This design comes from an exercise in tuning for small area and a short achievable clock period on the open sky130 flow, not from production work. No functional check of the RTL was part of any run shown here. Power and IR drop assume default switching activity.

## flow/design.v (module list and top-level ports; edited modules follow where they fit)
// module fa_cell: 4 lines
// module ha_cell: 4 lines
// module booth_sel: 5 lines
// module booth_seln: 5 lines
// module xnor2_cell: 3 lines
// module oai22_cell: 3 lines
// module xor2_cell: 3 lines
// module fp_mul_tree_a: 1108 lines
// module fp_mul_tree_b: 58 lines
// module fp_add_lo: 43 lines
// module fp_add_hi: 252 lines
// module fp_add48: 313 lines
// module fp_norm_shift: 20 lines
// module fp_round_inc: 11 lines
// module fp_prefix_and: 10 lines
// module fp_lzc24: 11 lines
// module fp32_mul: 210 lines
module fp32_mul
(
    input  logic        clk,
    input  logic        rst_n,
    input  logic [31:0] a,
    input  logic [31:0] b,
    input  logic        in_valid,
    output logic        out_valid,
    output logic [31:0] result
);
  // ...
==> flow/flow/run.sh <==
#!/bin/bash
# Own layout flow: the standard layout (standard.sh, ORFS from synthesis
# to finish, synthesis unchanged) with two changes to how the layout is made:
#  - repair_timing aims below the clock period: a path with less than
#    SETUP_SLACK_MARGIN ns of setup slack is treated as one to fix;
#  - the port buffers that buffer_ports inserts on every input and output
#    are sky130_fd_sc_hd__buf_2 rather than the cell it picks by default.
# Each tool's full output stays in orfs/logs; make's output in standard.log.
set -euo pipefail
export SETUP_SLACK_MARGIN=5.35
export BUFFER_PORTS_ARGS="-buffer_cell sky130_fd_sc_hd__buf_2"
bash standard.sh > standard.log 2>&1
==> flow/standard.sh <==
#!/bin/bash
# synth_recipe.tcl (not shown) runs the flow's synth.tcl, then flattens the netlist and writes it again
# the make line also repeats each setting of config.mk as NAME=value (left out here)
make -C /OpenROAD-flow-scripts/flow DESIGN_CONFIG=/design/flow/config.mk WORK_HOME=/design/flow/orfs CLKGATE_MAP_FILE= SYNTH_SCRIPT=/design/flow/synth_recipe.tcl "${@:-finish}"
==> flow/config.mk <==
export PLATFORM = sky130hd
export DESIGN_NAME = fp32_mul
export DESIGN_NICKNAME = fp32_mul
export VERILOG_FILES = /design/flow/design.v
export SDC_FILE = /design/flow/constraint.sdc
export NUM_CORES = 4
export LEC_CHECK = 0
export CAP_MARGIN = 20
export CORE_MARGIN = 2
export CORE_UTILIZATION = 40
export CTS_CLUSTER_DIAMETER = 100
export CTS_CLUSTER_SIZE = 25
export SLEW_MARGIN = 20
export SYNTH_HIERARCHICAL = 1
export SYNTH_MINIMUM_KEEP_SIZE = 0
==> flow/constraint.sdc <==
create_clock -name core_clock -period 8.5 [get_ports {clk}]
set_input_delay 1.7000 -clock core_clock [delete_from_list [all_inputs] [get_ports {clk}]]
set_output_delay 1.7000 -clock core_clock [all_outputs]
set_load 0.01 [all_outputs]
==> run notes, run 1 <==
Pwr
The final total power is ~11000 uW. The share of total power in the clock network is 0.107. For this design the ratio of total power to cell area is ~390 mW/mm2.

Run status
The flow ran to the end and the layout has no timing, DRC or antenna violations.

Cells and area
Leaving out fill and tap cells, the most frequent cell in the layout is sky130_fd_sc_hd__dfxtp_1. The count of filler cells inserted in the layout is between 6000 and 7000.

Setup path
The worst setup path is captured at a flop. Walking the worst path, the cells encountered are fa_1, ha_4, and4_4, and4_4, o2111ai_4, a2111oi_4, o311ai_4, a211o_1, and2_4, a211oi_2. The critical path depth is 10. On the worst path, the slowest cell contributes a delay of about 540 ps.

Global route
The first global-routing pass estimated approximately 110000 um of wire.

STA
The count of final hold-check violations is 0. Setup violations remaining at the end of the flow were counted as 0. The transition time of the tightest slew-check pin is between 1000 and 1500 ps.

Logic synthesis
The xor/xnor cell area share of the yosys netlist is 0.130. The number of cells produced by synthesis is roughly 2300. After synthesis, the most frequently instantiated cells are sky130_fd_sc_hd__dfxtp_1, sky130_fd_sc_hd__fa_1, sky130_fd_sc_hd__o22ai_1, sky130_fd_sc_hd__xnor2_1, sky130_fd_sc_hd__xor2_1. The simple-gate portion of the synthesized area is 0.0735. The mux cell area share after synthesis is 0.0657.

Clock network
Post-CTS repair changed the size of 66 cells. The maximum buffer depth of the clock tree is 3.

Hold path
The hold path startpoint is lz2[4].

Routing
The met1 wire length is 30800 um. Summed over all nets, wire length on met3 after detailed routing comes to roughly 6600 um.

Die
The initial cell density of the core is 0.406.
==> module fp32_mul, before the edit <==
module fp32_mul
(
    input  logic        clk,
    input  logic        rst_n,
    input  logic [31:0] a,
    input  logic [31:0] b,
    input  logic        in_valid,
    output logic        out_valid,
    output logic [31:0] result
);
    logic [7:0]  ea, eb;
    logic        ha, hb, fza, fzb, ea_max, eb_max;
    logic        a_zero, b_zero, a_inf, b_inf, a_nan, b_nan;
    logic        r_nan, r_inf, r_zero;
    logic [23:0] sa, sb;
    logic [12:0] bd_one, bd_two, bd_neg;
    logic [4:0]  lz_a, lz_b;
    assign ea     = a[30:23];
    assign eb     = b[30:23];
    assign ha     = |ea;
    assign hb     = |eb;
    assign ea_max = &ea;
    assign eb_max = &eb;
    assign fza    = ~|a[22:0];
    assign fzb    = ~|b[22:0];
    assign a_zero = ~ha & fza;
    assign b_zero = ~hb & fzb;
    assign a_inf  = ea_max & fza;
    assign b_inf  = eb_max & fzb;
    assign a_nan  = ea_max & ~fza;
    assign b_nan  = eb_max & ~fzb;
    assign sa     = {ha, a[22:0]};
    assign sb     = {hb, b[22:0]};
    assign r_nan  = a_nan | b_nan | (a_inf & b_zero) | (b_inf & a_zero);
    assign r_inf  = ~r_nan & (a_inf | b_inf);
    assign r_zero = ~r_nan & ~r_inf & (a_zero | b_zero);
    always_comb begin
        for (int k = 0; k < 13; k++) begin
            logic y2, y1, y0;
            y2 = (2*k+1 < 24) ? sb[2*k+1] : 1'b0;
            y1 = (2*k   < 24) ? sb[2*k]   : 1'b0;
            y0 = (k > 0)      ? sb[2*k-1] : 1'b0;
            bd_neg[k] = y2;
            bd_one[k] = y1 ^ y0;
            bd_two[k] = (y2 & ~y1 & ~y0) | (~y2 & y1 & y0);
        end
    end
    fp_lzc24 u_lza (.v(sa), .n(lz_a));
    fp_lzc24 u_lzb (.v(sb), .n(lz_b));
    logic        v1, s1;
    logic [1:0]  sp1;                 
    logic [23:0] sa1_n;               
    logic [12:0] one1_n;              
    logic [11:0] two1_n;              
    logic [11:0] neg1;
    logic [11:0] neg1h_n;             
    logic [7:0]  ea1, eb1;            
    logic [4:0]  lz1;
    always_ff @(posedge clk or negedge rst_n) begin
        if (!rst_n) v1 <= 1'b0;
        else        v1 <= in_valid;
    end
    always_ff @(posedge clk) begin
        s1   <= a[31] ^ b[31];
        sp1  <= r_nan ? 2'd3 : r_inf ? 2'd2 : r_zero ? 2'd1 : 2'd0;
        sa1_n  <= ~sa;
        one1_n <= ~bd_one;
        two1_n <= ~bd_two[11:0];
        neg1    <= bd_neg[11:0];
        neg1h_n <= ~bd_neg[11:0];
        ea1  <= {ea[7:1], ea[0] | ~ha};
        eb1  <= {eb[7:1], eb[0] | ~hb};
        lz1  <= lz_a | lz_b;
    end
    logic [140-1:0] m;
    logic signed [9:0] e0;
    fp_mul_tree_a u_tree_a (
        .xn   (sa1_n),
        .onen (one1_n),
        .twon (two1_n),
        .neg  (neg1),
        .negnh(neg1h_n),
        .m    (m)
    );
    assign e0 = $signed({2'b00, ea1}) + $signed({2'b00, eb1})
              - $signed(10'd127) - $signed({5'd0, lz1});
    logic        v2, s2;
    logic [1:0]  sp2;
    logic [140-1:0] m2;
    logic signed [9:0] e0_2;
    logic [4:0]  lz2;
    always_ff @(posedge clk or negedge rst_n) begin
        if (!rst_n) v2 <= 1'b0;
        else        v2 <= v1;
    end
    always_ff @(posedge clk) begin
        s2   <= s1;
        sp2  <= sp1;
        m2   <= m;
        e0_2 <= e0;
        lz2  <= lz1;
    end
    logic [47:0] row0, row1, prod;
    fp_mul_tree_b u_tree_b (
        .m  (m2),
        .r0 (row0),
        .r1 (row1)
    );
    fp_add48 u_add (.a(row0), .b(row1), .s(prod));
    logic        ge253, ge254, ge255, le0, lem1, lem2;
    assign ge253 = (e0_2 >= $signed(10'd253));
    assign ge254 = (e0_2 >= $signed(10'd254));
    assign ge255 = (e0_2 >= $signed(10'd255));
    assign le0   = (e0_2 <= $signed(10'd0));
    assign lem1  = (e0_2 <= $signed(-10'sd1));
    assign lem2  = (e0_2 <= $signed(-10'sd2));
    logic        v3, s3;
    logic [1:0]  sp3;
    logic [47:0] prod3;
    logic [7:0]  e0_3;
    logic [4:0]  lz3;
    logic        ge253_3, ge254_3, ge255_3, le0_3, lem1_3, lem2_3;
    always_ff @(posedge clk or negedge rst_n) begin
        if (!rst_n) v3 <= 1'b0;
        else        v3 <= v2;
    end
    always_ff @(posedge clk) begin
        s3      <= s2;
        sp3     <= sp2;
        prod3   <= prod;
        e0_3    <= e0_2[7:0];
        lz3     <= lz2;
        ge253_3 <= ge253;
        ge254_3 <= ge254;
        ge255_3 <= ge255;
        le0_3   <= le0;
        lem1_3  <= lem1;
        lem2_3  <= lem2;
    end
    logic [25:0] win;                 
    logic        st21;                
    logic        top, g, st, rup;
    logic [22:0] frac;
    fp_norm_shift u_shift (
        .p    (prod3),
        .sh   (lz3),
        .win  (win),
        .st21 (st21)
    );
    assign top  = win[25];
    assign frac = top ? win[24:2] : win[23:1];
    assign g    = top ? win[1] : win[0];
    assign st   = top ? (win[0] | st21) : st21;
    assign rup  = g & (st | frac[0]);
    logic        v4, s4, top4, rup4;
    logic [1:0]  sp4;
    logic [22:0] frac4;
    logic [7:0]  e0_4;
    logic        ge253_4, ge254_4, ge255_4, le0_4, lem1_4, lem2_4;
    always_ff @(posedge clk or negedge rst_n) begin
        if (!rst_n) v4 <= 1'b0;
        else        v4 <= v3;
    end
    always_ff @(posedge clk) begin
        s4      <= s3;
        sp4     <= sp3;
        top4    <= top;
        rup4    <= rup;
        frac4   <= frac;
        e0_4    <= e0_3;
        ge253_4 <= ge253_3;
        ge254_4 <= ge254_3;
        ge255_4 <= ge255_3;
        le0_4   <= le0_3;
        lem1_4  <= lem1_3;
        lem2_4  <= lem2_3;
    end
    logic [22:0] frac_r;
    logic        cy;
    logic [7:0]  e0p1, e0p2, ef;
    logic        fin, is_inf, is_zero;
    logic [31:0] res_next;
    fp_round_inc u_inc (
        .f   (frac4),
        .up  (rup4),
        .y   (frac_r),
        .cy  (cy)                     
    );
    assign e0p1 = e0_4 + 8'd1;
    assign e0p2 = e0_4 + 8'd2;
    assign ef   = (top4 & cy) ? e0p2 : (top4 | cy) ? e0p1 : e0_4;
    assign fin     = (sp4 == 2'd0);
    assign is_inf  = (sp4 == 2'd2) | (fin & ((top4 & cy) ? ge253_4 : (top4 | cy) ? ge254_4 : ge255_4));
    assign is_zero = (sp4 == 2'd1) | (fin & ((top4 & cy) ? lem2_4  : (top4 | cy) ? lem1_4  : le0_4));
    always_comb begin
        if (sp4 == 2'd3)  res_next = 32'h7FC0_0000;
        else if (is_inf)  res_next = {s4, 8'hFF, 23'd0};
        else if (is_zero) res_next = {s4, 31'd0};
        else              res_next = {s4, ef, frac_r};
    end
    logic        v5;
    always_ff @(posedge clk or negedge rst_n) begin
        if (!rst_n) v5 <= 1'b0;
        else        v5 <= v4;
    end
    always_ff @(posedge clk) begin
        result <= res_next;
    end
    assign out_valid = v5;
endmodule
==> run 2, diff against run 1 <==
--- a/flow/design.v
+++ b/flow/design.v
@@ -1900,4 +1900,7 @@
     end
-    fp_lzc24 u_lza (.v(sa), .n(lz_a));
-    fp_lzc24 u_lzb (.v(sb), .n(lz_b));
+    logic [4:0]  lzf_a, lzf_b;
+    fp_lzc24 u_lza (.v({1'b0, a[22:0]}), .n(lzf_a));
+    fp_lzc24 u_lzb (.v({1'b0, b[22:0]}), .n(lzf_b));
+    assign lz_a = ha ? 5'd0 : lzf_a;
+    assign lz_b = hb ? 5'd0 : lzf_b;
     logic        v1, s1;
==> run 2 against run 1 <==
Still clean. Via count grew 0.40%. Fmax increased by 4.1%. Clock power grew 4%. Hold slack got worse by 4.2 ps. Wire length is 0.63% higher. Setup slack gained 130 ps. Sequential cell count is the same. Register-to-register slack better by 130 ps. Critical path depth is 2 higher. Largest cell class unchanged. Largest power group unchanged. Highest routed layer unchanged.
==> run notes, run 2 <==
Run status
The flow ran to the end and the layout has no timing, DRC or antenna violations.

Cells and area
For this run, the number of standard cells in the final layout without fillers is approximately 3300. In the final layout, the registers with the most flip-flops are m2: 140 flops, prod3: 48 flops, result: 32 flops. For this run, the share of the core covered by cells in the final layout is 0.448. The number of nets in the layout is roughly 2900. The number of flip-flops in the largest register is between 100 and 150. Relative to the synthesized area, the layout overhead comes to 10.3%. Of the cells placed in the final design, the portion with a size suffix greater than 1 is 0.141. Ranked by flip-flop count, first place goes to m2. The leading cell type in the layout, fill and taps excluded is sky130_fd_sc_hd__dfxtp_1.

Leaving out fill and tap cells, the most frequent cells in the layout are sky130_fd_sc_hd__dfxtp_1, sky130_fd_sc_hd__o22ai_1, sky130_fd_sc_hd__fa_1.

Routing
The wire length per cell is around 22 um. The routed layout has 19098 vias. After detailed routing, the number of remaining DRC violations is 0. The vias per cell is ~5.8. The number of nets with antenna violations after routing is 0. The detailed-router iteration count before antenna repair is 6.

After detailed routing, the total wire length is 72900 um. The initial detailed-routing violation count is 2211.

Logic synthesis
The synthesized design contains 403 register bits. The number of cells produced by synthesis was 2320 (-0.043%). Of the post-synthesis cell area, the dominant cell type holds 0.310. The fraction of the yosys area taken by sequential cells is 0.315.

Synthesis instantiated 83 different standard cells from the library. The dominant cell type by area after synthesis is sky130_fd_sc_hd__dfxtp_1. The number of flops mapped to enable cells by yosys is 0. Yosys printed 10 warnings. The share of async-settable or async-resettable flops after synthesis is 0.0124. The post-synthesis instance area is ~0.026 mm2. The predominant post-synthesis flop cell is sky130_fd_sc_hd__dfxtp_1. After synthesis, the cell types taking the most area are sky130_fd_sc_hd__dfxtp_1, sky130_fd_sc_hd__fa_1, sky130_fd_sc_hd__o22ai_1.

Counting instances in the post-synthesis netlist gives the leading cell types as sky130_fd_sc_hd__dfxtp_1, sky130_fd_sc_hd__o22ai_1, sky130_fd_sc_hd__fa_1, sky130_fd_sc_hd__xnor2_1, sky130_fd_sc_hd__xor2_1. The mean instance size in the synthesized netlist is roughly 11 um2. The most numerous cell in the Yosys netlist is sky130_fd_sc_hd__dfxtp_1.

STA
Timing would allow up to 315 MHz. The transition time of the tightest slew-check pin was 1070 ps (+33.0 ps). The count of final hold-check violations was 0 (unchanged). On the final layout, the worst clock skew is approximately 28 ps. Of the available clock period, the critical path in the final layout requires 0.373. The worst path setup slack after routing is around 5300 ps. The number of max-slew violations in the final report is 0.

The worst pin sits at a relative slew slack of 0.287. The final count of negative-setup-slack endpoints is 0 (unchanged). The time the final worst path needs with I/O delays and setup is approximately 3200 ps. In the final timing run, aggregate negative setup slack is 0 ps.

Setup repair after global routing could not meet its margin everywhere.

Clock network
The post-CTS clock slew at the launch and capture registers of the worst setup and hold paths is about 100 ps. The total clock buffers created by CTS is 23. The number of H-tree levels is 1. TritonCTS built the clock tree. The clock root buffer is sky130_fd_sc_hd__clkbuf_16. For this design, the sink count on the clock tree is 403.

The maximum buffer depth of the clock tree is 3 (unchanged). At the later pin of the worst-skew pair, clock insertion delay measures ~600 ps.

Setup path
The worst stage delay on the critical path is 670 ps (+130 ps). Of all nets on the critical path, the largest fanout is 6. Counting cells, the worst reg-to-reg path comes to 12. The critical path depth is 12 (+2). The type of origin of the critical path is a flop. The worst setup path is of the reg -> reg kind. The critical path buffer and inverter count is 2. Among all stages on the critical path, the largest delay is contributed by sky130_fd_sc_hd__fa_2.

Broken down by cell family, the worst path's largest delay share belongs to compound AO/OA/AOI/OAI gates. STA puts the critical path data required time at between 9000 and 10000 ps. The capturing element type of the critical path is a flop. Traced cell by cell, the critical path runs through fa_2, ha_4, a21o_1, a221o_1, a221oi_2, nor3_2, buf_4, nor3_4, buf_6, o22ai_4, a21oi_2, xnor2_1.

The data arrival time at the worst-slack endpoint is approximately 3700 ps.

Die
The I/O pin count is 100. The core box area is approximately 0.063 mm2. The area of the die is ~0.066 mm2. The initialized floorplan defines 92 standard-cell rows. The height of the die is 257 um. From left edge to right edge, the die measures approximately 260 um. The initial cell density of the core is 0.406 (about the same).

Pwr
Summed over all cells, the static leakage comes to around 0.011 uW. IR analysis of the VDD net gives a maximum drop of 224 uV. The final total power is 11100 uW (-1.4%). The power per cell area came to 390 mW/mm2 (-1.3%).

Global route
The maximum number of pins on one net before global-route repair is 42. The number of global-route vias before repair was 19491. Across every metal layer, demand over resource in global routing totals 0.215. The remaining global-route overflow is 0. The global-route wire length before repair is 112000 um (+0.49%). The number of antenna violations at the first check in global routing is 1.

Placed design
The placed wire-length estimate after detailed placement is about 50000 um. Once placement completed, the tool counted placed cells totaling about 3200. Before CTS, the worst setup slack after placement is 4860 ps. The number of port buffers is between 90 and 100. At the end of routability-driven placement, the weighted congestion stood at between 0.9 and 1.

Job
Across the run, the number of max-cap violations was 0.

Hold path
The worst hold path belongs to the class reg -> reg. Counting instances, the worst hold path has a depth of 0.
==> run 2: cell types whose count changed after synthesis, sizes merged, moves of 3 or more <==
cell    before  now
a211o        3    0
a211oi      11    7
a21o        17   12
a21oi       55   59
a22o         1    6
a311oi       2    5
and2        30   27
nand4       17   20
nor2       131  125
nor4        28   25
o21bai       8   14
==> run 2: modules after synthesis, one instance, submodules excluded, excerpt <==
| module | cells inside | cell area (um2) | flops+latches | copies in the design |
|---|---|---|---|---|
| fp_lzc24 | 48 | 270 | 0 | 2 |
| fp_mul_tree_a | 104 | 589 | 0 | 1 |
| fp_add48 | 269 | 2090 | 0 | 1 |
| fp_mul_tree_b | 6 | 41.3 | 0 | 1 |
| fp_norm_shift | 220 | 2000 | 0 | 1 |
| fp_prefix_and | 45 | 240 | 0 | 1 |
| fp_round_inc | 23 | 201 | 0 | 1 |
==> run 2: path summary, 6_finish.rpt <==
check	start	endpoint	slack, ps
hold / removal	ge253_3	ge253_4	330
min in group asynchronous	rst_n	v5	900
max in group asynchronous	rst_n	v2	7480
setup / recovery	m2[49]	prod3[43]	5330
hold reg to reg	ge253_3	ge253_4	330
setup reg to reg	m2[49]	prod3[43]	5330
==> run 2: per-stage QoR <==
step	hold slack, ps	instance area, um2
2_1_floorplan	310	25700
3_3_place_gp	312	27100
3_5_place_dp	312	27100
4_1_cts	332	28000
5_1_grt	340	28300
6_report	327	28300
==> run 2: kinds of logic (layout without fill, tap and decap cells) <==
group | Yosys count | after routing | share of synthesized area
DFF | 403 | 403 | 0.315
muxes | 133 | 133 | 0.0660
AOI/OAI and AO/OA | 492 | 493 | 0.126
xor gates and xnor gates | 381 | 381 | 0.130
and+or+nand+nor | 370 | 370 | 0.0723
adders and majority gates | 363 | 363 | 0.258
other | 2 | 10 | 0.000292
buffers and inverters | 176 | 292 | 0.0326
==> run 2: power breakdown <==
| group | switching [uW] | internal (uW) | total [uW] |
|---|---|---|---|
| sequential | 596 | 2650 | 3250 |
| combinational | 3530 | 3040 | 6570 |
| clock | 696 | 542 | 1240 |
| total | 4820 | 6230 | 11100 |
==> run 2: cell type report <==
type / instances / area (um2)
Fill cell: 5918 / 35000
Multi-Input combinational cell: 1749 / 17000
Sequential cell: 403 / 8220
Tap cell: 846 / 1060
Timing Repair Buffer: 143 / 942
Clock buffer: 24 / 601
Inverter: 115 / 432
Clock inverter: 10 / 130
Antenna cell: 1 / 2.50
==> run 2: routing by layer <==
layer / vias up / GRT usage / part of all wire / wire length, um
li1: 8436 / - / - / -
met1: 9348 / 0.289 / 0.42 / 30700
met2: 1095 / 0.341 / 0.45 / 32800
met3: 219 / 0.0506 / 0.093 / 6810
met4: 0 / 0.0718 / 0.035 / 2580
met5: - / 0 / 0 / 0
==> run 2: timing repair <==
action,in CTS,in global routing
cloned,1,0
setup buffers,4,12
pin swaps,10,19
gates resized for setup,59,65
setup endpoints to repair,86,95
hold buffers,0,0
==> module fp_mul_tree_b, before the edit <==
module fp_mul_tree_b (
  input  logic [139:0] m,
  output logic [47:0] r0,
  output logic [47:0] r1
);
  ha_cell us481 (.a(m[3]), .b(m[4]), .s(r1[2]), .co(r0[3]));
  ha_cell us483 (.a(m[6]), .b(m[7]), .s(r1[3]), .co(r0[4]));
  fa_cell us485 (.a(m[10]), .b(m[8]), .ci(m[9]), .s(r1[4]), .co(r0[5]));
  fa_cell us487 (.a(m[11]), .b(m[12]), .ci(m[13]), .s(r1[5]), .co(r0[6]));
  fa_cell us489 (.a(m[14]), .b(m[15]), .ci(m[16]), .s(r1[6]), .co(r0[7]));
  fa_cell us491 (.a(m[17]), .b(m[18]), .ci(m[19]), .s(r1[7]), .co(r0[8]));
  fa_cell us493 (.a(m[20]), .b(m[21]), .ci(m[22]), .s(r1[8]), .co(r0[9]));
  fa_cell us495 (.a(m[23]), .b(m[24]), .ci(m[25]), .s(r1[9]), .co(r0[10]));
  fa_cell us497 (.a(m[26]), .b(m[27]), .ci(m[28]), .s(r1[10]), .co(r0[11]));
  fa_cell us499 (.a(m[29]), .b(m[30]), .ci(m[31]), .s(r1[11]), .co(r0[12]));
  fa_cell us501 (.a(m[32]), .b(m[33]), .ci(m[34]), .s(r1[12]), .co(r0[13]));
  fa_cell us503 (.a(m[35]), .b(m[36]), .ci(m[37]), .s(r1[13]), .co(r0[14]));
  fa_cell us505 (.a(m[38]), .b(m[39]), .ci(m[40]), .s(r1[14]), .co(r0[15]));
  fa_cell us507 (.a(m[41]), .b(m[42]), .ci(m[43]), .s(r1[15]), .co(r0[16]));
  fa_cell us509 (.a(m[44]), .b(m[45]), .ci(m[46]), .s(r1[16]), .co(r0[17]));
  fa_cell us511 (.a(m[47]), .b(m[48]), .ci(m[49]), .s(r1[17]), .co(r0[18]));
  fa_cell us513 (.a(m[50]), .b(m[51]), .ci(m[52]), .s(r1[18]), .co(r0[19]));
  fa_cell us515 (.a(m[53]), .b(m[54]), .ci(m[55]), .s(r1[19]), .co(r0[20]));
  fa_cell us517 (.a(m[56]), .b(m[57]), .ci(m[58]), .s(r1[20]), .co(r0[21]));
  fa_cell us519 (.a(m[59]), .b(m[60]), .ci(m[61]), .s(r1[21]), .co(r0[22]));
  fa_cell us521 (.a(m[62]), .b(m[63]), .ci(m[64]), .s(r1[22]), .co(r0[23]));
  fa_cell us523 (.a(m[65]), .b(m[66]), .ci(m[67]), .s(r1[23]), .co(r0[24]));
  fa_cell us525 (.a(m[68]), .b(m[69]), .ci(m[70]), .s(r1[24]), .co(r0[25]));
  fa_cell us527 (.a(m[71]), .b(m[72]), .ci(m[73]), .s(r1[25]), .co(r0[26]));
  fa_cell us529 (.a(m[74]), .b(m[75]), .ci(m[76]), .s(r1[26]), .co(r0[27]));
  fa_cell us531 (.a(m[77]), .b(m[78]), .ci(m[79]), .s(r1[27]), .co(r0[28]));
  fa_cell us533 (.a(m[80]), .b(m[81]), .ci(m[82]), .s(r1[28]), .co(r0[29]));
  fa_cell us535 (.a(m[83]), .b(m[84]), .ci(m[85]), .s(r1[29]), .co(r0[30]));
  fa_cell us537 (.a(m[86]), .b(m[87]), .ci(m[88]), .s(r1[30]), .co(r0[31]));
  fa_cell us539 (.a(m[89]), .b(m[90]), .ci(m[91]), .s(r1[31]), .co(r0[32]));
  fa_cell us541 (.a(m[92]), .b(m[93]), .ci(m[94]), .s(r1[32]), .co(r0[33]));
  fa_cell us543 (.a(m[95]), .b(m[96]), .ci(m[97]), .s(r1[33]), .co(r0[34]));
  fa_cell us545 (.a(m[100]), .b(m[98]), .ci(m[99]), .s(r1[34]), .co(r0[35]));
  fa_cell us547 (.a(m[101]), .b(m[102]), .ci(m[103]), .s(r1[35]), .co(r0[36]));
  fa_cell us549 (.a(m[104]), .b(m[105]), .ci(m[106]), .s(r1[36]), .co(r0[37]));
  fa_cell us551 (.a(m[107]), .b(m[108]), .ci(m[109]), .s(r1[37]), .co(r0[38]));
  fa_cell us553 (.a(m[110]), .b(m[111]), .ci(m[112]), .s(r1[38]), .co(r0[39]));
  fa_cell us555 (.a(m[113]), .b(m[114]), .ci(m[115]), .s(r1[39]), .co(r0[40]));
  fa_cell us557 (.a(m[116]), .b(m[117]), .ci(m[118]), .s(r1[40]), .co(r0[41]));
  fa_cell us559 (.a(m[119]), .b(m[120]), .ci(m[121]), .s(r1[41]), .co(r0[42]));
  fa_cell us561 (.a(m[122]), .b(m[123]), .ci(m[124]), .s(r1[42]), .co(r0[43]));
  fa_cell us563 (.a(m[125]), .b(m[126]), .ci(m[127]), .s(r1[43]), .co(r0[44]));
  fa_cell us565 (.a(m[128]), .b(m[129]), .ci(m[130]), .s(r1[44]), .co(r0[45]));
  fa_cell us567 (.a(m[131]), .b(m[132]), .ci(m[133]), .s(r1[45]), .co(r0[46]));
  fa_cell us569 (.a(m[134]), .b(m[135]), .ci(m[136]), .s(r1[46]), .co(r0[47]));
  wire c572;
  fa_cell us571 (.a(m[137]), .b(m[138]), .ci(m[139]), .s(r1[47]), .co(c572));
  assign r0[0] = m[0];
  assign r0[1] = m[2];
  assign r0[2] = m[5];
  assign r1[0] = m[1];
  assign r1[1] = 1'b0;
endmodule
==> run 3, diff against run 2 <==
--- a/flow/design.v
+++ b/flow/design.v
@@ -4,2 +4,11 @@
 endmodule
+module csa_cell (input logic a, input logic b, input logic ci, output logic s, output logic co);
+  logic t;
+  xor2_cell u_x0 (.a(a), .b(b), .y(t));
+  xor2_cell u_x1 (.a(t), .b(ci), .y(s));
+  maj3_cell u_m (.a(a), .b(b), .c(ci), .y(co));
+endmodule
+module maj3_cell (input logic a, input logic b, input logic c, output logic y);
+  assign y = (a & b) | (a & c) | (b & c);
+endmodule
 module ha_cell (input logic a, input logic b, output logic s, output logic co);
@@ -1142,47 +1151,47 @@
   ha_cell us483 (.a(m[6]), .b(m[7]), .s(r1[3]), .co(r0[4]));
-  fa_cell us485 (.a(m[10]), .b(m[8]), .ci(m[9]), .s(r1[4]), .co(r0[5]));
-  fa_cell us487 (.a(m[11]), .b(m[12]), .ci(m[13]), .s(r1[5]), .co(r0[6]));
-  fa_cell us489 (.a(m[14]), .b(m[15]), .ci(m[16]), .s(r1[6]), .co(r0[7]));
-  fa_cell us491 (.a(m[17]), .b(m[18]), .ci(m[19]), .s(r1[7]), .co(r0[8]));
-  fa_cell us493 (.a(m[20]), .b(m[21]), .ci(m[22]), .s(r1[8]), .co(r0[9]));
-  fa_cell us495 (.a(m[23]), .b(m[24]), .ci(m[25]), .s(r1[9]), .co(r0[10]));
-  fa_cell us497 (.a(m[26]), .b(m[27]), .ci(m[28]), .s(r1[10]), .co(r0[11]));
-  fa_cell us499 (.a(m[29]), .b(m[30]), .ci(m[31]), .s(r1[11]), .co(r0[12]));
-  fa_cell us501 (.a(m[32]), .b(m[33]), .ci(m[34]), .s(r1[12]), .co(r0[13]));
-  fa_cell us503 (.a(m[35]), .b(m[36]), .ci(m[37]), .s(r1[13]), .co(r0[14]));
-  fa_cell us505 (.a(m[38]), .b(m[39]), .ci(m[40]), .s(r1[14]), .co(r0[15]));
-  fa_cell us507 (.a(m[41]), .b(m[42]), .ci(m[43]), .s(r1[15]), .co(r0[16]));
-  fa_cell us509 (.a(m[44]), .b(m[45]), .ci(m[46]), .s(r1[16]), .co(r0[17]));
-  fa_cell us511 (.a(m[47]), .b(m[48]), .ci(m[49]), .s(r1[17]), .co(r0[18]));
-  fa_cell us513 (.a(m[50]), .b(m[51]), .ci(m[52]), .s(r1[18]), .co(r0[19]));
-  fa_cell us515 (.a(m[53]), .b(m[54]), .ci(m[55]), .s(r1[19]), .co(r0[20]));
-  fa_cell us517 (.a(m[56]), .b(m[57]), .ci(m[58]), .s(r1[20]), .co(r0[21]));
-  fa_cell us519 (.a(m[59]), .b(m[60]), .ci(m[61]), .s(r1[21]), .co(r0[22]));
-  fa_cell us521 (.a(m[62]), .b(m[63]), .ci(m[64]), .s(r1[22]), .co(r0[23]));
-  fa_cell us523 (.a(m[65]), .b(m[66]), .ci(m[67]), .s(r1[23]), .co(r0[24]));
-  fa_cell us525 (.a(m[68]), .b(m[69]), .ci(m[70]), .s(r1[24]), .co(r0[25]));
-  fa_cell us527 (.a(m[71]), .b(m[72]), .ci(m[73]), .s(r1[25]), .co(r0[26]));
-  fa_cell us529 (.a(m[74]), .b(m[75]), .ci(m[76]), .s(r1[26]), .co(r0[27]));
-  fa_cell us531 (.a(m[77]), .b(m[78]), .ci(m[79]), .s(r1[27]), .co(r0[28]));
-  fa_cell us533 (.a(m[80]), .b(m[81]), .ci(m[82]), .s(r1[28]), .co(r0[29]));
-  fa_cell us535 (.a(m[83]), .b(m[84]), .ci(m[85]), .s(r1[29]), .co(r0[30]));
-  fa_cell us537 (.a(m[86]), .b(m[87]), .ci(m[88]), .s(r1[30]), .co(r0[31]));
-  fa_cell us539 (.a(m[89]), .b(m[90]), .ci(m[91]), .s(r1[31]), .co(r0[32]));
-  fa_cell us541 (.a(m[92]), .b(m[93]), .ci(m[94]), .s(r1[32]), .co(r0[33]));
-  fa_cell us543 (.a(m[95]), .b(m[96]), .ci(m[97]), .s(r1[33]), .co(r0[34]));
-  fa_cell us545 (.a(m[100]), .b(m[98]), .ci(m[99]), .s(r1[34]), .co(r0[35]));
-  fa_cell us547 (.a(m[101]), .b(m[102]), .ci(m[103]), .s(r1[35]), .co(r0[36]));
-  fa_cell us549 (.a(m[104]), .b(m[105]), .ci(m[106]), .s(r1[36]), .co(r0[37]));
-  fa_cell us551 (.a(m[107]), .b(m[108]), .ci(m[109]), .s(r1[37]), .co(r0[38]));
-  fa_cell us553 (.a(m[110]), .b(m[111]), .ci(m[112]), .s(r1[38]), .co(r0[39]));
-  fa_cell us555 (.a(m[113]), .b(m[114]), .ci(m[115]), .s(r1[39]), .co(r0[40]));
-  fa_cell us557 (.a(m[116]), .b(m[117]), .ci(m[118]), .s(r1[40]), .co(r0[41]));
-  fa_cell us559 (.a(m[119]), .b(m[120]), .ci(m[121]), .s(r1[41]), .co(r0[42]));
-  fa_cell us561 (.a(m[122]), .b(m[123]), .ci(m[124]), .s(r1[42]), .co(r0[43]));
-  fa_cell us563 (.a(m[125]), .b(m[126]), .ci(m[127]), .s(r1[43]), .co(r0[44]));
-  fa_cell us565 (.a(m[128]), .b(m[129]), .ci(m[130]), .s(r1[44]), .co(r0[45]));
-  fa_cell us567 (.a(m[131]), .b(m[132]), .ci(m[133]), .s(r1[45]), .co(r0[46]));
-  fa_cell us569 (.a(m[134]), .b(m[135]), .ci(m[136]), .s(r1[46]), .co(r0[47]));
+  csa_cell us485 (.a(m[10]), .b(m[8]), .ci(m[9]), .s(r1[4]), .co(r0[5]));
+  csa_cell us487 (.a(m[11]), .b(m[12]), .ci(m[13]), .s(r1[5]), .co(r0[6]));
+  csa_cell us489 (.a(m[14]), .b(m[15]), .ci(m[16]), .s(r1[6]), .co(r0[7]));
+  csa_cell us491 (.a(m[17]), .b(m[18]), .ci(m[19]), .s(r1[7]), .co(r0[8]));
+  csa_cell us493 (.a(m[20]), .b(m[21]), .ci(m[22]), .s(r1[8]), .co(r0[9]));
+  csa_cell us495 (.a(m[23]), .b(m[24]), .ci(m[25]), .s(r1[9]), .co(r0[10]));
+  csa_cell us497 (.a(m[26]), .b(m[27]), .ci(m[28]), .s(r1[10]), .co(r0[11]));
+  csa_cell us499 (.a(m[29]), .b(m[30]), .ci(m[31]), .s(r1[11]), .co(r0[12]));
+  csa_cell us501 (.a(m[32]), .b(m[33]), .ci(m[34]), .s(r1[12]), .co(r0[13]));
+  csa_cell us503 (.a(m[35]), .b(m[36]), .ci(m[37]), .s(r1[13]), .co(r0[14]));
+  csa_cell us505 (.a(m[38]), .b(m[39]), .ci(m[40]), .s(r1[14]), .co(r0[15]));
+  csa_cell us507 (.a(m[41]), .b(m[42]), .ci(m[43]), .s(r1[15]), .co(r0[16]));
+  csa_cell us509 (.a(m[44]), .b(m[45]), .ci(m[46]), .s(r1[16]), .co(r0[17]));
+  csa_cell us511 (.a(m[47]), .b(m[48]), .ci(m[49]), .s(r1[17]), .co(r0[18]));
+  csa_cell us513 (.a(m[50]), .b(m[51]), .ci(m[52]), .s(r1[18]), .co(r0[19]));
+  csa_cell us515 (.a(m[53]), .b(m[54]), .ci(m[55]), .s(r1[19]), .co(r0[20]));
+  csa_cell us517 (.a(m[56]), .b(m[57]), .ci(m[58]), .s(r1[20]), .co(r0[21]));
+  csa_cell us519 (.a(m[59]), .b(m[60]), .ci(m[61]), .s(r1[21]), .co(r0[22]));
+  csa_cell us521 (.a(m[62]), .b(m[63]), .ci(m[64]), .s(r1[22]), .co(r0[23]));
+  csa_cell us523 (.a(m[65]), .b(m[66]), .ci(m[67]), .s(r1[23]), .co(r0[24]));
+  csa_cell us525 (.a(m[68]), .b(m[69]), .ci(m[70]), .s(r1[24]), .co(r0[25]));
+  csa_cell us527 (.a(m[71]), .b(m[72]), .ci(m[73]), .s(r1[25]), .co(r0[26]));
+  csa_cell us529 (.a(m[74]), .b(m[75]), .ci(m[76]), .s(r1[26]), .co(r0[27]));
+  csa_cell us531 (.a(m[77]), .b(m[78]), .ci(m[79]), .s(r1[27]), .co(r0[28]));
+  csa_cell us533 (.a(m[80]), .b(m[81]), .ci(m[82]), .s(r1[28]), .co(r0[29]));
+  csa_cell us535 (.a(m[83]), .b(m[84]), .ci(m[85]), .s(r1[29]), .co(r0[30]));
+  csa_cell us537 (.a(m[86]), .b(m[87]), .ci(m[88]), .s(r1[30]), .co(r0[31]));
+  csa_cell us539 (.a(m[89]), .b(m[90]), .ci(m[91]), .s(r1[31]), .co(r0[32]));
+  csa_cell us541 (.a(m[92]), .b(m[93]), .ci(m[94]), .s(r1[32]), .co(r0[33]));
+  csa_cell us543 (.a(m[95]), .b(m[96]), .ci(m[97]), .s(r1[33]), .co(r0[34]));
+  csa_cell us545 (.a(m[100]), .b(m[98]), .ci(m[99]), .s(r1[34]), .co(r0[35]));
+  csa_cell us547 (.a(m[101]), .b(m[102]), .ci(m[103]), .s(r1[35]), .co(r0[36]));
+  csa_cell us549 (.a(m[104]), .b(m[105]), .ci(m[106]), .s(r1[36]), .co(r0[37]));
+  csa_cell us551 (.a(m[107]), .b(m[108]), .ci(m[109]), .s(r1[37]), .co(r0[38]));
+  csa_cell us553 (.a(m[110]), .b(m[111]), .ci(m[112]), .s(r1[38]), .co(r0[39]));
+  csa_cell us555 (.a(m[113]), .b(m[114]), .ci(m[115]), .s(r1[39]), .co(r0[40]));
+  csa_cell us557 (.a(m[116]), .b(m[117]), .ci(m[118]), .s(r1[40]), .co(r0[41]));
+  csa_cell us559 (.a(m[119]), .b(m[120]), .ci(m[121]), .s(r1[41]), .co(r0[42]));
+  csa_cell us561 (.a(m[122]), .b(m[123]), .ci(m[124]), .s(r1[42]), .co(r0[43]));
+  csa_cell us563 (.a(m[125]), .b(m[126]), .ci(m[127]), .s(r1[43]), .co(r0[44]));
+  csa_cell us565 (.a(m[128]), .b(m[129]), .ci(m[130]), .s(r1[44]), .co(r0[45]));
+  csa_cell us567 (.a(m[131]), .b(m[132]), .ci(m[133]), .s(r1[45]), .co(r0[46]));
+  csa_cell us569 (.a(m[134]), .b(m[135]), .ci(m[136]), .s(r1[46]), .co(r0[47]));
   wire c572;
-  fa_cell us571 (.a(m[137]), .b(m[138]), .ci(m[139]), .s(r1[47]), .co(c572));
+  csa_cell us571 (.a(m[137]), .b(m[138]), .ci(m[139]), .s(r1[47]), .co(c572));
   assign r0[0] = m[0];
--- a/flow/flow/run.sh
+++ b/flow/flow/run.sh
@@ -9,3 +9,3 @@
 set -euo pipefail
-export SETUP_SLACK_MARGIN=5.35
+export SETUP_SLACK_MARGIN=5.4
 export BUFFER_PORTS_ARGS="-buffer_cell sky130_fd_sc_hd__buf_2"
==> run 3 against run 2 <==
Final cell count rose by 3.6%. Synthesized area rose by 1.5%. Non-clock buffer count up 23. Critical path depth shrank 1. Design area rose by 2.3%. Die area is 1.5% higher. Highest routed layer is now met5. Hold slack improved by 5.6 ps. Setup slack worse by 28 ps. Synthesized cell count up 3.8%. Critical path type unchanged.
==> run notes, run 3 <==
Clock network
The hold buffer count at cts is 0 (unchanged). The number of H-tree levels is 1 (unchanged). The total clock buffers created by CTS was 22 (-4.3%). The clock root buffer is sky130_fd_sc_hd__clkbuf_16. TritonCTS built the clock tree. The insertion delay of the later-clocked pin in the worst-skew pair came to 590 ps (about the same). The total number of clock tree sinks is 403 (unchanged). The maximum buffer depth of the clock tree came to 3 (unchanged). The post-CTS clock slew at the launch and capture registers of the worst setup and hold paths is 100 ps (about the same).

STA
The post-route setup TNS is 0 ps (unchanged). The maximum frequency from static timing analysis is 312 MHz (-0.88%). Setup repair after global routing could not meet its margin everywhere. The count of final hold-check violations is 0 (unchanged). The time the final worst path needs with I/O delays and setup is 3200 ps (+28.1 ps). The final count of negative-setup-slack endpoints is 0 (unchanged). The transition time of the tightest slew-check pin is 1030 ps (-37.7 ps).

The ratio of final minimum period to clock period is 0.377 (+0.00330). The worst max-slew margin expressed relative to the limit is 0.312 (+0.0252). The number of max-slew violations in the final report was 0 (unchanged). The final worst clock skew is 46.1 ps (+18.3 ps).

Placed design
The placed wire-length estimate after detailed placement is 51000 um (+1.7%). The cell area after placement is 0.0276 mm2 (+1.9%). The weighted congestion at the end of routability-driven global placement is 0.920 (-0.23%). The number of port buffers came to 99 (unchanged).

Cells and area
The most flop-heavy register is m2. The area of the multi-input gates is 0.0175 mm2 (+2.9%). Leaving out fill and tap cells, the most frequent cells in the layout are sky130_fd_sc_hd__dfxtp_1, sky130_fd_sc_hd__o22ai_1, sky130_fd_sc_hd__xor2_1. The final non-filler cell area came to 0.0290 mm2 (+2.3%).

In the final layout, the registers with the most flip-flops are m2: 140 flops, prod3: 48 flops, result: 32 flops. The area added between synthesis and finish is 11.2%. The number of nets in the layout is 2932 (+2.4%).

The library cell used most frequently in the layout, excluding fill and tap cells, is sky130_fd_sc_hd__dfxtp_1. The count of filler cells inserted in the layout is 6065 (+2.5%). The number of flip-flops in the largest register is 140 (unchanged). The share of cells above drive strength 1 was 0.157 (+0.0161). The number of antenna diodes came to 0 (-1). The area taken by flip-flops and latches is 0.00819 mm2 (-0.32%).

Pwr
The maximum resistive drop on vdd is 252 uV (+12%). The switching power is 4980 uW (+3.2%). The static leakage was 0.0113 uW (+3.2%). The register share of total power is 0.288 (-0.006). The final total power is 11400 uW (+3.1%). The power share of the combinational group is 0.609 (+0.015). The power per cell area is 393 mW/mm2 (+0.76%).

The net switching fraction of the power is 0.437 (+0.000449). The internal power summed over all cells is 6420 uW (+3.0%). The share of total power in the clock network was 0.103 (-0.009).

Routing
The number of vias after detailed routing was 19514 (+2.2%). The number of nets with antenna violations after routing came to 0 (unchanged). The wire length per cell is 21.9 um (-0.89%).

The initial detailed-routing violation count was 2005 (-9.3%). The wire length after detailed routing is 74900 um (+2.7%). The number of design rule violations left after detail routing is 0 (unchanged). The detailed-router iteration count before antenna repair was 6 (unchanged).

The vias per cell is 5.72 (-1.4%).

Logic synthesis
The number of cells produced by synthesis is 2409 (+3.8%). The mean instance size in the synthesized netlist is 10.8 um2 (-2.2%). The count of synthesis-stage warnings from yosys was 10 (unchanged).

The post-synthesis instance area is 0.0261 mm2 (+1.5%).

Die
The height of the die is 259 um (+0.74%). The I/O pin count was 100 (unchanged). The area of the die is 0.0673 mm2 (+1.5%). The standard-cell row count is 93 (+1.1%). The core box area was 0.0645 mm2 (+1.8%). The horizontal die dimension came to 259 um (+0.74%). The initial cell density of the core came to 0.405 (-0.00123).

Global route
The number of global-route vias before repair is 19794 (+1.6%). The number of antenna violations at the first check in global routing is 2 (+1). The maximum number of pins on one net before global-route repair is 42 (unchanged). The overall global routing resource usage was 0.216 (+0.00113). The remaining global-route overflow was 0 (unchanged).

The met3 track demand over resource in global routing is 0.0533 (+0.00268). The global-route wire length before repair is 114000 um (+1.3%). The met1 usage in global routing is 0.288 (-0.00175). The busiest metal layer after global routing is met2. The met2 track utilization from global routing was 0.341 (-0.000604).

Setup path
The cell with the largest stage delay on the worst path is sky130_fd_sc_hd__a2111oi_4. The highest net fanout along the worst path is 3 (-3). The critical path's most frequent cell is sky130_fd_sc_hd__and4_4.

The cell count of the worst reg-to-reg path is 11 (-1). The capturing element type of the critical path is a flop. The type of origin of the critical path is a flop. The data arrival time at the worst-slack endpoint came to 3680 ps (-20 ps).

The critical path is of the reg -> reg type. The worst stage delay on the critical path is 550 ps (-120 ps). Walking the worst path, the cells encountered are xor2_2, xor2_1, ha_1, and4_4, and4_4, o2111ai_4, a2111oi_4, o311ai_4, a211o_1, and2_4, a211oi_2. The critical path data required time is 8980 ps (-40 ps).

Run status
The run finished with no timing, DRC or antenna violations.

Hold path
The kind of path behind the tightest hold check is reg -> reg. The cell depth of the worst min-delay path is 0 (unchanged).

Job
The max capacitance violation total is 0 (unchanged).
[run 3: final timing paths]
path / startpoint / endpoint / slack (ps)
min in group asynchronous: rst_n / v5 / 930
worst max-delay path: m2[39] / prod3[47] / 5300
worst min-delay path: sp3[0] / sp4[0] / 330
worst max register to register: m2[39] / prod3[47] / 5300
max in group asynchronous: rst_n / v1 / 7440
worst min register to register: sp3[0] / sp4[0] / 330
[run 3: layout make-up]
type	instances	area share
clock buffers	28	0.0205
clock inverters	5	0.00293
inverters	115	0.0149
multi-input cells	1839	0.602
flip-flops and latches	403	0.282
well taps	855	0.0369
repair buffers	166	0.0406
[run 3: worst max-delay path: cells and delay by family (launching register included)]
| family | cells | cell delay, ps |
|---|---|---|
| and+or+nand+nor | 3 | 670 |
| xor gates and xnor gates | 2 | 350 |
| DFF | 1 | 350 |
| AOI/OAI and AO/OA | 5 | 1390 |
| adders and majority gates | 1 | 350 |
[run 3: power groups by stage]
stage	sequential [uW]	combinational, uW	clock, uW
5_1_grt	3350	7740	1270
3_3_place_gp	3270	6150	0
4_1_cts	3250	6520	1210
6_report	3280	6950	1170
3_5_place_dp	3290	6300	0
2_1_floorplan	3140	4670	0
[run 3: repair_timing]
item / CTS / global route
setup endpoints to repair: 95 / 88
gates resized for setup: 56 / 86
gates cloned: 1 / 0
setup buffers: 4 / 21
pin swaps: 18 / 30
[run 3: per-layer routing]
layer	vias up	routed length [um]
li1	8781	-
met1	9473	31600
met2	1056	33100
met3	200	7120
met4	4	3010
met5	-	81
[run 3: stage by stage]
stage | setup slack [ps] | hold WS [ps] | cells | util
finish | 5300 | 332 | 3411 | 0.450
global route | 5170 | 336 | 3411 | 0.450
CTS | 5330 | 330 | 3390 | 0.442
detailed placement | 4890 | 312 | 3352 | 0.428
global placement | 4970 | 311 | 3352 | 0.428
floorplan | 5460 | 310 | 2416 | -

==> re-timing with driven ports <==
Ports are ideal in the flow. The routed layouts listed here were re-timed in OpenROAD.
Step 1 assumes that a clkbuf_16 drives the clock port and a buf_2 every other input.
Step 2 moves the port delays by t, midway between the first and last clock arrival at a register: inputs arrive t later, outputs are due t later. That takes back most of the time a late clock gives input paths.
Three values: no drivers, after step 1, after step 2; two values: the first two.
run | t (ns) | setup slack, ns | hold slack, ns | slew at the worst register clock pin (ns) | pins driven straight from the clock port
run 1 | 0.625 | 5.197 / 5.197 / 4.883 | 0.331 / 0.331 / 0.331 | 0.11 / 0.11 | 1
run 2 | 0.640 | 5.328 / 5.328 / 5.061 | 0.327 / 0.327 / 0.327 | 0.10 / 0.10 | 1
run 3 | 0.625 | 5.300 / 5.300 / 5.182 | 0.332 / 0.332 / 0.332 | 0.12 / 0.12 | 1
After both steps setup and hold are still met in every run listed. For run 1, which loses most, drivers alone change the setup slack by 0.000 ns; drivers and shift together by -0.314 ns.
